Source: an optimization exercise on an open RTL-to-GDS flow (aim: small area, a short achievable clock period and few clock cycles). Production flows keep margins and buffers that such runs may drop. Function was checked by simulation only, so behaviour that the tests miss may differ from the original. Power and IR drop assume default switching activity.

==> flow/run.sh <==
#!/bin/bash
# synth_recipe.tcl (not shown) runs the flow's synth.tcl, then flattens the netlist and writes it again
# the make line also repeats each setting of config.mk as NAME=value (left out here)
make -C /OpenROAD-flow-scripts/flow DESIGN_CONFIG=/design/flow/config.mk WORK_HOME=/design/flow/orfs CLKGATE_MAP_FILE= SYNTH_SCRIPT=/design/flow/synth_recipe.tcl finish
==> flow/config.mk <==
export PLATFORM = sky130hd
export DESIGN_NAME = buddy_block_allocator
export DESIGN_NICKNAME = buddy_block_allocator
export VERILOG_FILES = /design/flow/design.v
export SDC_FILE = /design/flow/constraint.sdc
export NUM_CORES = 4
export LEC_CHECK = 0
export CAP_MARGIN = 20
export CORE_MARGIN = 2
export CORE_UTILIZATION = 40
export SLEW_MARGIN = 20
==> flow/constraint.sdc <==
create_clock -name core_clock -period 5.0 [get_ports {i_clk}]
set_input_delay 1.0000 -clock core_clock [delete_from_list [all_inputs] [get_ports {i_clk}]]
set_output_delay 1.0000 -clock core_clock [all_outputs]
set_load 0.01 [all_outputs]
==> flow/design.v <==
`default_nettype none
package bba_pkg;
    localparam int SIZE_W  = 16;   
    localparam int VALUE_W = 16;   
    localparam int ORDER_W = 3;    
    localparam int NEED_W  = 5;    
    typedef enum logic [2:0] {
        ST_IDLE,
        ST_SCAN,
        ST_SHIFT,
        ST_BUDDY,
        ST_OWN,
        ST_RESP,
        ST_QCNT,
        ST_QENT
    } t_state;
    typedef enum logic [1:0] {
        KIND_ALLOC = 2'd0,
        KIND_FAIL  = 2'd1,
        KIND_COUNT = 2'd2,
        KIND_ENTRY = 2'd3
    } t_kind;
    typedef struct packed {
        logic               valid;
        t_kind              kind;
        logic [VALUE_W-1:0] value;
        logic               last;
    } t_result;
    function automatic logic [NEED_W-1:0] f_need(input logic [SIZE_W-1:0] size);
        logic [SIZE_W-1:0] v;
        logic [NEED_W-1:0] n;
        v = (size == '0) ? '0 : size - SIZE_W'(1);
        n = '0;
        for (int b = 0; b < SIZE_W; b++) begin
            if (v[b]) begin
                n = NEED_W'(b + 1);
            end
        end
        f_need = n;
    endfunction
endpackage
`default_nettype wire
`default_nettype none
import bba_pkg::*;
module bba_store #(
    parameter int AW       = 5,
    parameter int ID_WIDTH = 16
) (
    input  wire                         i_clk,
    input  wire                         i_rst_n,
    input  wire                         i_init,
    input  wire [bba_pkg::ORDER_W-1:0]  i_init_order,
    input  wire                         i_rd_en,
    input  wire [AW-1:0]                i_rd_addr,
    input  wire                         i_wr_en,
    input  wire [AW-1:0]                i_wr_addr,
    input  wire [bba_pkg::ORDER_W-1:0]  i_wr_order,
    input  wire [ID_WIDTH-1:0]          i_wr_owner,
    output logic [bba_pkg::ORDER_W-1:0] o_rd_order,
    output logic [ID_WIDTH-1:0]         o_rd_owner
);
    localparam int DEPTH = 1 << AW;
    localparam int DW    = ORDER_W + ID_WIDTH;
    logic [DW-1:0] mem [DEPTH];
    logic [DW-1:0] r_rd_data;
    logic          r_fresh;
    logic          r_rd_fresh;
    always_ff @(posedge i_clk) begin
        if (i_wr_en) begin
            mem[i_wr_addr] <= {i_wr_order, i_wr_owner};
        end
        if (i_rd_en) begin
            r_rd_data <= mem[i_rd_addr];
        end
    end
    always_ff @(posedge i_clk) begin
        if (!i_rst_n) begin
            r_fresh    <= 1'b1;
            r_rd_fresh <= 1'b0;
        end else begin
            if (i_init) begin
                r_fresh <= 1'b1;
            end else if (i_wr_en && (i_wr_addr == '0)) begin
                r_fresh <= 1'b0;
            end
            if (i_rd_en) begin
                r_rd_fresh <= r_fresh && (i_rd_addr == '0);
            end
        end
    end
    assign o_rd_order = r_rd_fresh ? i_init_order : r_rd_data[DW-1 -: ORDER_W];
    assign o_rd_owner = r_rd_fresh ? '0 : r_rd_data[ID_WIDTH-1:0];
endmodule
`default_nettype wire
`default_nettype none
import bba_pkg::*;
module bba_ctrl #(
    parameter int MAX_ORDER = 5,
    parameter int ID_WIDTH  = 16
) (
    input  wire                         i_clk,
    input  wire                         i_rst_n,
    input  wire                         i_cfg_wr_en,
    input  wire [bba_pkg::ORDER_W-1:0]  i_cfg_wr_data,
    input  wire                         i_in_valid,
    output logic                        o_in_ready,
    input  wire                         i_func,
    input  wire [bba_pkg::SIZE_W-1:0]   i_owner_id,
    input  wire [bba_pkg::SIZE_W-1:0]   i_request_size,
    input  wire                         i_out_free,
    output bba_pkg::t_result            o_res,
    output logic [bba_pkg::ORDER_W-1:0] o_total_order,
    output logic                        o_rd_en,
    output logic [MAX_ORDER-1:0]        o_rd_addr,
    output logic                        o_wr_en,
    output logic [MAX_ORDER-1:0]        o_wr_addr,
    output logic [bba_pkg::ORDER_W-1:0] o_wr_order,
    output logic [ID_WIDTH-1:0]         o_wr_owner,
    input  wire [bba_pkg::ORDER_W-1:0]  i_rd_order,
    input  wire [ID_WIDTH-1:0]          i_rd_owner
);
    localparam int AW = MAX_ORDER;
    localparam int CW = MAX_ORDER + 1;
    localparam logic [ORDER_W-1:0] RST_ORDER =
        (MAX_ORDER < 5) ? ORDER_W'(MAX_ORDER) : ORDER_W'(5);
    function automatic logic [ORDER_W-1:0] f_clamp(input logic [ORDER_W-1:0] v);
        f_clamp = (int'(v) > MAX_ORDER) ? ORDER_W'(MAX_ORDER) : v;
    endfunction
    bba_pkg::t_state               r_state;
    bba_pkg::t_state               n_state;
    logic [ORDER_W-1:0]   r_total_order;
    logic [CW-1:0]        r_count;
    logic [AW-1:0]        r_idx;
    logic [AW-1:0]        r_i;
    logic [AW-1:0]        r_j;
    logic [ORDER_W-1:0]   r_k;
    logic [ORDER_W-1:0]   r_need;
    logic [ORDER_W-1:0]   r_bord;
    logic [ID_WIDTH-1:0]  r_id;
    bba_pkg::t_kind                r_kind;
    logic [NEED_W-1:0]          w_need;
    logic                       w_too_big;
    logic                       w_fit;
    logic [ORDER_W-1:0]         w_k;
    logic [CW-1:0]              w_idx_inc;
    logic                       w_scan_end;
    logic                       w_q_last;
    logic [AW-1:0]              w_last_addr;
    logic                       w_shift_more;
    logic                       w_buddy_end;
    logic [CW-1:0]              w_shift_dst;
    logic [ID_WIDTH+SIZE_W-1:0] w_id_ext;
    logic [ID_WIDTH+VALUE_W-1:0] w_own_ext;
    assign w_need       = bba_pkg::f_need(i_request_size);
    assign w_too_big    = w_need > NEED_W'(r_total_order);
    assign w_fit        = (i_rd_owner == '0) && (i_rd_order >= r_need);
    assign w_k          = i_rd_order - r_need;
    assign w_idx_inc    = {1'b0, r_idx} + CW'(1);
    assign w_scan_end   = w_idx_inc >= r_count;
    assign w_q_last     = w_idx_inc == r_count;
    assign w_last_addr  = AW'(r_count - CW'(1));
    assign w_shift_more = {1'b0, r_j} > ({1'b0, r_i} + CW'(1));
    assign w_buddy_end  = {1'b0, r_j} == ({1'b0, r_i} + CW'(r_k));
    assign w_shift_dst  = {1'b0, r_j} + CW'(r_k);
    assign w_id_ext     = {{ID_WIDTH{1'b0}}, i_owner_id};
    assign w_own_ext    = {{VALUE_W{1'b0}}, i_rd_owner};
    assign o_total_order = r_total_order;
    logic                 w_res_valid;
    bba_pkg::t_kind       w_res_kind;
    logic [VALUE_W-1:0]   w_res_value;
    logic                 w_res_last;
    assign o_res = {w_res_valid, w_res_kind, w_res_value, w_res_last};
    always_comb begin
        n_state = r_state;
        unique case (r_state)
            ST_IDLE: begin
                if (i_in_valid) begin
                    if (i_func) begin
                        n_state = ST_QCNT;
                    end else if (w_too_big) begin
                        n_state = ST_RESP;
                    end else begin
                        n_state = ST_SCAN;
                    end
                end
            end
            ST_SCAN: begin
                if (w_fit) begin
                    if (w_k == '0) begin
                        n_state = ST_OWN;
                    end else if (!w_scan_end) begin
                        n_state = ST_SHIFT;
                    end else begin
                        n_state = ST_BUDDY;
                    end
                end else if (w_scan_end) begin
                    n_state = ST_RESP;
                end
            end
            ST_SHIFT: begin
                if (!w_shift_more) begin
                    n_state = ST_BUDDY;
                end
            end
            ST_BUDDY: begin
                if (w_buddy_end) begin
                    n_state = ST_OWN;
                end
            end
            ST_OWN:  n_state = ST_RESP;
            ST_RESP: begin
                if (i_out_free) begin
                    n_state = ST_IDLE;
                end
            end
            ST_QCNT: begin
                if (i_out_free) begin
                    n_state = ST_QENT;
                end
            end
            ST_QENT: begin
                if (i_out_free && w_q_last) begin
                    n_state = ST_IDLE;
                end
            end
            default: n_state = ST_IDLE;
        endcase
    end
    always_comb begin
        o_in_ready = 1'b0;
        o_rd_en    = 1'b0;
        o_rd_addr  = '0;
        o_wr_en    = 1'b0;
        o_wr_addr  = r_j;
        o_wr_order = i_rd_order;
        o_wr_owner = i_rd_owner;
        w_res_valid = 1'b0;
        w_res_kind = KIND_ALLOC;
        w_res_value = '0;
        w_res_last = 1'b1;
        unique case (r_state)
            ST_IDLE: begin
                o_in_ready = 1'b1;
                o_rd_en    = i_in_valid && !i_func;
            end
            ST_SCAN: begin
                if (!w_fit) begin
                    o_rd_en   = !w_scan_end;
                    o_rd_addr = w_idx_inc[AW-1:0];
                end else begin
                    o_rd_en   = (w_k != '0) && !w_scan_end;
                    o_rd_addr = w_last_addr;
                end
            end
            ST_SHIFT: begin
                o_wr_en   = 1'b1;
                o_wr_addr = w_shift_dst[AW-1:0];
                o_rd_en   = w_shift_more;
                o_rd_addr = r_j - AW'(1);
            end
            ST_BUDDY: begin
                o_wr_en    = 1'b1;
                o_wr_addr  = r_j;
                o_wr_order = r_bord;
                o_wr_owner = '0;
            end
            ST_OWN: begin
                o_wr_en    = 1'b1;
                o_wr_addr  = r_i;
                o_wr_order = r_need;
                o_wr_owner = r_id;
            end
            ST_RESP: begin
                w_res_valid = i_out_free;
                w_res_kind = r_kind;
                w_res_value = '0;
                w_res_last = 1'b1;
            end
            ST_QCNT: begin
                o_rd_en = i_out_free;
                w_res_valid = i_out_free;
                w_res_kind = KIND_COUNT;
                w_res_value = VALUE_W'(r_count);
                w_res_last = (r_count == '0);
            end
            ST_QENT: begin
                o_rd_en   = i_out_free && !w_q_last;
                o_rd_addr = w_idx_inc[AW-1:0];
                w_res_valid = i_out_free;
                w_res_kind = KIND_ENTRY;
                w_res_value = w_own_ext[VALUE_W-1:0];
                w_res_last = w_q_last;
            end
            default: o_in_ready = 1'b0;
        endcase
    end
    always_ff @(posedge i_clk) begin
        if (!i_rst_n) begin
            r_state       <= ST_IDLE;
            r_total_order <= RST_ORDER;
            r_count       <= CW'(1);
        end else begin
            r_state <= n_state;
            if (i_cfg_wr_en) begin
                r_total_order <= f_clamp(i_cfg_wr_data);
                r_count       <= CW'(1);
            end else if (r_state == ST_OWN) begin
                r_count <= r_count + CW'(r_k);
            end
        end
    end
    always_ff @(posedge i_clk) begin
        case (r_state)
            ST_IDLE: begin
                r_idx  <= '0;
                r_id   <= w_id_ext[ID_WIDTH-1:0];
                r_need <= w_need[ORDER_W-1:0];
                r_kind <= KIND_FAIL;
            end
            ST_SCAN: begin
                if (w_fit) begin
                    r_i    <= r_idx;
                    r_k    <= w_k;
                    r_bord <= r_need;
                    r_j    <= w_scan_end ? w_idx_inc[AW-1:0] : w_last_addr;
                end else if (!w_scan_end) begin
                    r_idx <= w_idx_inc[AW-1:0];
                end
            end
            ST_SHIFT: begin
                r_j <= w_shift_more ? r_j - AW'(1) : r_i + AW'(1);
            end
            ST_BUDDY: begin
                if (!w_buddy_end) begin
                    r_j    <= r_j + AW'(1);
                    r_bord <= r_bord + ORDER_W'(1);
                end
            end
            ST_OWN: begin
                r_kind <= KIND_ALLOC;
            end
            ST_QENT: begin
                if (i_out_free && !w_q_last) begin
                    r_idx <= w_idx_inc[AW-1:0];
                end
            end
            default: begin
            end
        endcase
    end
endmodule
`default_nettype wire
`default_nettype none
import bba_pkg::*;
module buddy_block_allocator #(
    parameter int MAX_ORDER = 5,
    parameter int ID_WIDTH  = 16
) (
    input  wire         i_clk,
    input  wire         i_rst_n,
    input  wire         i_cfg_wr_en,
    input  wire [2:0]   i_cfg_wr_data,     
    input  wire         i_s_axis_tvalid,
    output logic        o_s_axis_tready,
    input  wire [31:0]  i_s_axis_tdata,    
    input  wire [0:0]   i_s_axis_tuser,    
    output logic        o_m_axis_tvalid,
    input  wire         i_m_axis_tready,
    output logic [15:0] o_m_axis_tdata,    
    output logic [1:0]  o_m_axis_tuser,    
    output logic        o_m_axis_tlast     
);
    bba_pkg::t_result                w_res;
    logic                   w_out_free;
    logic [ORDER_W-1:0]     w_total_order;
    logic                   w_rd_en;
    logic [MAX_ORDER-1:0]   w_rd_addr;
    logic                   w_wr_en;
    logic [MAX_ORDER-1:0]   w_wr_addr;
    logic [ORDER_W-1:0]     w_wr_order;
    logic [ID_WIDTH-1:0]    w_wr_owner;
    logic [ORDER_W-1:0]     w_rd_order;
    logic [ID_WIDTH-1:0]    w_rd_owner;
    logic                   r_ov;
    bba_pkg::t_kind                  r_okind;
    logic [VALUE_W-1:0]     r_ovalue;
    logic                   r_olast;
    assign w_out_free = !r_ov || i_m_axis_tready;
    bba_ctrl #(
        .MAX_ORDER (MAX_ORDER),
        .ID_WIDTH  (ID_WIDTH)
    ) u_ctrl (
        .i_clk          (i_clk),
        .i_rst_n        (i_rst_n),
        .i_cfg_wr_en    (i_cfg_wr_en),
        .i_cfg_wr_data  (i_cfg_wr_data),
        .i_in_valid     (i_s_axis_tvalid),
        .o_in_ready     (o_s_axis_tready),
        .i_func         (i_s_axis_tuser[0]),
        .i_owner_id     (i_s_axis_tdata[15:0]),
        .i_request_size (i_s_axis_tdata[31:16]),
        .i_out_free     (w_out_free),
        .o_res          (w_res),
        .o_total_order  (w_total_order),
        .o_rd_en        (w_rd_en),
        .o_rd_addr      (w_rd_addr),
        .o_wr_en        (w_wr_en),
        .o_wr_addr      (w_wr_addr),
        .o_wr_order     (w_wr_order),
        .o_wr_owner     (w_wr_owner),
        .i_rd_order     (w_rd_order),
        .i_rd_owner     (w_rd_owner)
    );
    bba_store #(
        .AW       (MAX_ORDER),
        .ID_WIDTH (ID_WIDTH)
    ) u_store (
        .i_clk        (i_clk),
        .i_rst_n      (i_rst_n),
        .i_init       (i_cfg_wr_en),
        .i_init_order (w_total_order),
        .i_rd_en      (w_rd_en),
        .i_rd_addr    (w_rd_addr),
        .i_wr_en      (w_wr_en),
        .i_wr_addr    (w_wr_addr),
        .i_wr_order   (w_wr_order),
        .i_wr_owner   (w_wr_owner),
        .o_rd_order   (w_rd_order),
        .o_rd_owner   (w_rd_owner)
    );
    always_ff @(posedge i_clk) begin
        if (!i_rst_n) begin
            r_ov <= 1'b0;
        end else if (w_res.valid) begin
            r_ov <= 1'b1;
        end else if (i_m_axis_tready) begin
            r_ov <= 1'b0;
        end
    end
    always_ff @(posedge i_clk) begin
        if (w_res.valid) begin
            r_okind  <= w_res.kind;
            r_ovalue <= w_res.value;
            r_olast  <= w_res.last;
        end
    end
    assign o_m_axis_tvalid = r_ov;
    assign o_m_axis_tdata  = r_ovalue;
    assign o_m_axis_tuser  = r_okind;
    assign o_m_axis_tlast  = r_olast;
endmodule
`default_nettype wire
==> run summary <==
==> layout by cell type, fill, tap and decap left out, types with 18 or more instances in the layout <==
master           count
o221ai_1            18
o21ai_0             28
clkinv_1            20
xnor2_1             20
a22oi_1             19
o211ai_1            27
a21oi_1             75
buf_4              130
clkdlybuf4s50_1     61
nand4_1             36
nand3b_1            18
nor2_1              53
nor2_2              36
a32oi_1             37
edfxtp_1           687
mux2i_1            176
inv_1               38
o22ai_1             20
nand3_1            116
clkbuf_16           76
nand2_1            387
ha_1                35
==> routing by layer <==
layer  wire length (microns)  track usage  vias up
li1                        -            -     8816
met4                    2020       0.0579        0
met5                       0            0        -
met2                   40600        0.358      785
met1                   34900        0.288     9914
met3                    6290       0.0356      131
==> flip-flops by register name, indices dropped and copies added, names as in the netlist, 2 cells and up <==
name                  cells
u_ctrl.r_i                5
u_ctrl.r_id              16
u_ctrl.r_need             3
u_ctrl.r_total_order      3
u_ctrl.r_j                5
u_ctrl.r_count            6
u_ctrl.r_idx              5
r_okind                   2
u_store.mem             608
u_ctrl.r_state            3
u_ctrl.r_bord             3
u_ctrl.r_k                3
r_ovalue                 16
u_store.r_rd_data        19
==> power breakdown <==
group / internal [mW] / switching (mW) / total, mW
registers: 8.84 / 0.422 / 9.26
logic: 3.00 / 7.13 / 10.1
clock network: 3.18 / 2.32 / 5.49
total: 15.0 / 9.87 / 24.9
==> cell families after synthesis <==
kind of cell	share of synthesized area
multiplexers	0.0629
flip-flops	0.691
AND/OR/NAND/NOR	0.114
buffers and inverters	0.0238
adder cells (fa/ha/maj)	0.0171
AO/OA/AOI/OAI	0.0820
XOR/XNOR	0.00983
==> final cells by class <==
| cell class | count | area share |
|---|---|---|
| timing repair buffer | 200 | 0.0497 |
| multi-input combinational | 1368 | 0.251 |
| tap | 969 | 0.0343 |
| clock buffer | 89 | 0.0551 |
| inverter | 41 | 0.00435 |
| clock inverter | 48 | 0.0137 |
| sequential | 702 | 0.592 |
==> worst min-delay path by stage <==
stage / endpoint / from
floorplan: u_store.r_fresh$_SDFFE_PP1P_ / u_store.r_fresh$_SDFFE_PP1P_
global placement: u_store.r_fresh$_SDFFE_PP1P_ / u_store.r_fresh$_SDFFE_PP1P_
detailed placement: u_store.r_fresh$_SDFFE_PP1P_ / u_store.r_fresh$_SDFFE_PP1P_
CTS: u_store.r_fresh$_SDFFE_PP1P_ / u_store.r_fresh$_SDFFE_PP1P_
global route: u_ctrl.r_i[4]$_DFFE_PP_ / u_ctrl.r_idx[4]$_SDFFCE_PN0P_
finish: u_store.r_fresh$_SDFFE_PP1P_ / u_store.r_fresh$_SDFFE_PP1P_
==> worst register-to-register path, stage by stage, from the launching register on <==
cell and delay (ns):
dfxtp_1 0.43, mux2_2 0.37, ha_1 0.34, nand2_1 0.09, o21a_1 0.35, nor3_2 0.55, mux2_2 0.53, nor2_2 0.58
buf_4 0.30, a32oi_1 0.14, a31oi_1 0.45, o211ai_1 0.16
==> results by group <==
Yosys
  • Yosys warnings: 3
  • Synthesized instance count: roughly 2.2k
  • Synth unique cells: between 70 and 80
  • Asr flop ratio synth: 0
  • Top post-synthesis cells by area: edfxtp_1 (68%), mux2i_1 (5.8%), nand2_1 (4.8%), nand3_1 (1.9%), a21oi_1 (1.5%)
  • Mapped Area: 0.0303 sq mm
  • Commonest cells post-synth: edfxtp_1 (687), nand2_1 (387), mux2i_1 (177), nand3_1 (117), a21oi_1 (92)
  • Main synth FF type: edfxtp_1
  • Yosys top cell by area: edfxtp_1
  • Number of synthesized flops with an enable pin: 687
  • Seq cells post-synth: roughly 700
  • Seq/Total Area, Yosys: 0.691
  • Top-count cell post-synth: edfxtp_1
  • Post-synth top area share: 0.681
  • Average size of a mapped cell: 13.5 sq um
  • Syn nets: 2321

Setup path
  • Worst reg-to-reg setup slack: 0.43 ns
  • Critical path depth in cells: 11
  • Critical Path Start Type: register
  • CP arrival: 4.92 ns
  • Delay-heaviest family, CP: simple AND/OR/NAND/NOR gates
  • Worst Setup Path Type: register to register
  • CP max stage cell: nor2_2
  • CP cell instances: mux2_2, ha_1, nand2_1, o21a_1, nor3_2, mux2_2, nor2_2, buf_4, a32oi_1, a31oi_1, o211ai_1
  • R2r endpoint: u_store.r_rd_data[3]$_DFFE_PP_
  • WP data required: about 5.4 ns
  • CP endpoint: u_store.r_rd_data[3]$_DFFE_PP_
  • CP bufs+invs: 1
  • Cells on worst reg2reg path: 11
  • Most Frequent Cell on Critical Path: mux2_2
  • Max stage delay on crit path: about 0.58 ns
  • Crit path from: u_store.r_rd_fresh$_SDFFE_PN0P_
  • CP Capture Type: register
  • CP Max Fanout: 10
  • Worst flop-to-flop path startpoint: u_store.r_rd_fresh$_SDFFE_PN0P_

Cells and area
  • Final instance count without filler cells: between 3k and 4k
  • Share of post-route cells with drive strength above 1: 0.138
  • Layout area overhead: 16.7%
  • Fin util: 0.474
  • Filler Cell Count: 6388
  • Layout Nets: 2467
  • Reg area: 0.0209 sq mm
  • Area of the multi-input gates: 0.00888 sq mm
  • Inserted Diodes: 0
  • Final instance area: 0.0354 sq mm

Power and ir drop
  • Leakage power: ~12 nW
  • PwrDens: 703 mW/mm^2
  • Power, Total: 24.9 mW
  • Max VDD drop: 0.000444 V

Place
  • Post-placement cell count: 3279
  • I/O Buffers: 61
  • Gpl congestion: 0.891
  • DP Wirelength: between 50000 and 60000 microns
  • Area after DPL: 0.0329 sq mm
  • Place WS: 0.111 ns

Die
  • Ports: 62
  • Die area: between 0.07 and 0.08 sq mm
  • Floorplan die width: about 280 microns
  • Die Ht: 279 microns
  • Core box area: 0.0747 sq mm
  • Num rows: 100
  • Starting Density: 0.406

Routing
  • Final ANT Viol Nets: 0
  • Final wirelength: between 80000 and 90000 microns
  • Vias per cell: ~5.7
  • Drt first pass iters: 5
  • Via Count: 19.6k
  • Routed wire length per instance: 24.5 microns
  • DRT iter0 DRCs: 1776
  • DRC violations left: 0

STA
  • Slew Limit Fails: 0
  • Period minus WS final: 4.57 ns
  • Final WS setup: 0.435 ns
  • Setup violators final: 0
  • Worst-Margin Slew: 1.06 ns
  • Max-slew headroom: 0.294
  • Final Hold Fails: 0
  • Period Utilization, post-route: 0.913
  • Achievable Freq: 219 MHz
  • Fin Setup TNS: 0 ns
  • Hold Worst Slack: 0.493 ns
  • RSZ-0062 raised after global routing: false
  • Fin Clk Skew: 0.0424 ns

CTS
  • CTS buffer count: 74
  • CTS Hold Buffers Added: 0
  • Clock latency (worst-skew pair): 0.63 ns
  • H-tree depth: 3
  • Clock root cell: clkbuf_16
  • Cts repair resizes: 0
  • Setup Fix Bufs, Post-CTS: 0
  • CTS tree: done
  • Reg clk slew, reported paths: about 0.06 ns
  • Clock Path Buffers: 3
  • CTS Sinks: around 700

Run
  • Max_cap viols: 0

Outcome
  • Status: timing/DRC/antenna clean

GRT
  • Pin count of the biggest net entering global routing: 82
  • Gr ovfl total: 0
  • GRT Util Overall: 0.213
  • Antenna violations before repair: 0
  • Vias in the first global route: a little under 20k
  • First-pass GRT wire length: 124000 microns

Min path
  • Hold Path Stages: 2
  • Hold/Removal Path Class: register to register
Testbench counts, summed over its fixed seeds: cycles 12,933.

## what the ideal ports hide
The flow's constraints put no driver on any port. The routed layout listed below was extracted and timed again, unchanged, in two steps.
Step 1, drivers: a clkbuf_16 drives i_clk and a buf_2 each remaining input, both assumed.
Step 2 also shifts input and output timing later by t, the mid clock arrival at the registers, as if the neighbouring blocks saw the same clock.
a / b / c = ideal ports / drivers / drivers and shift; a / b = the first two.
shift t [ns]: 0.669
slack for setup (ns): 0.435 / 0.435 / 0.084
clock arrival spread, ns: 0.049 / 0.049
After both steps this run still meets setup and hold. For this run, drivers alone change the setup slack by 0.000 ns; drivers and shift together by -0.351 ns.
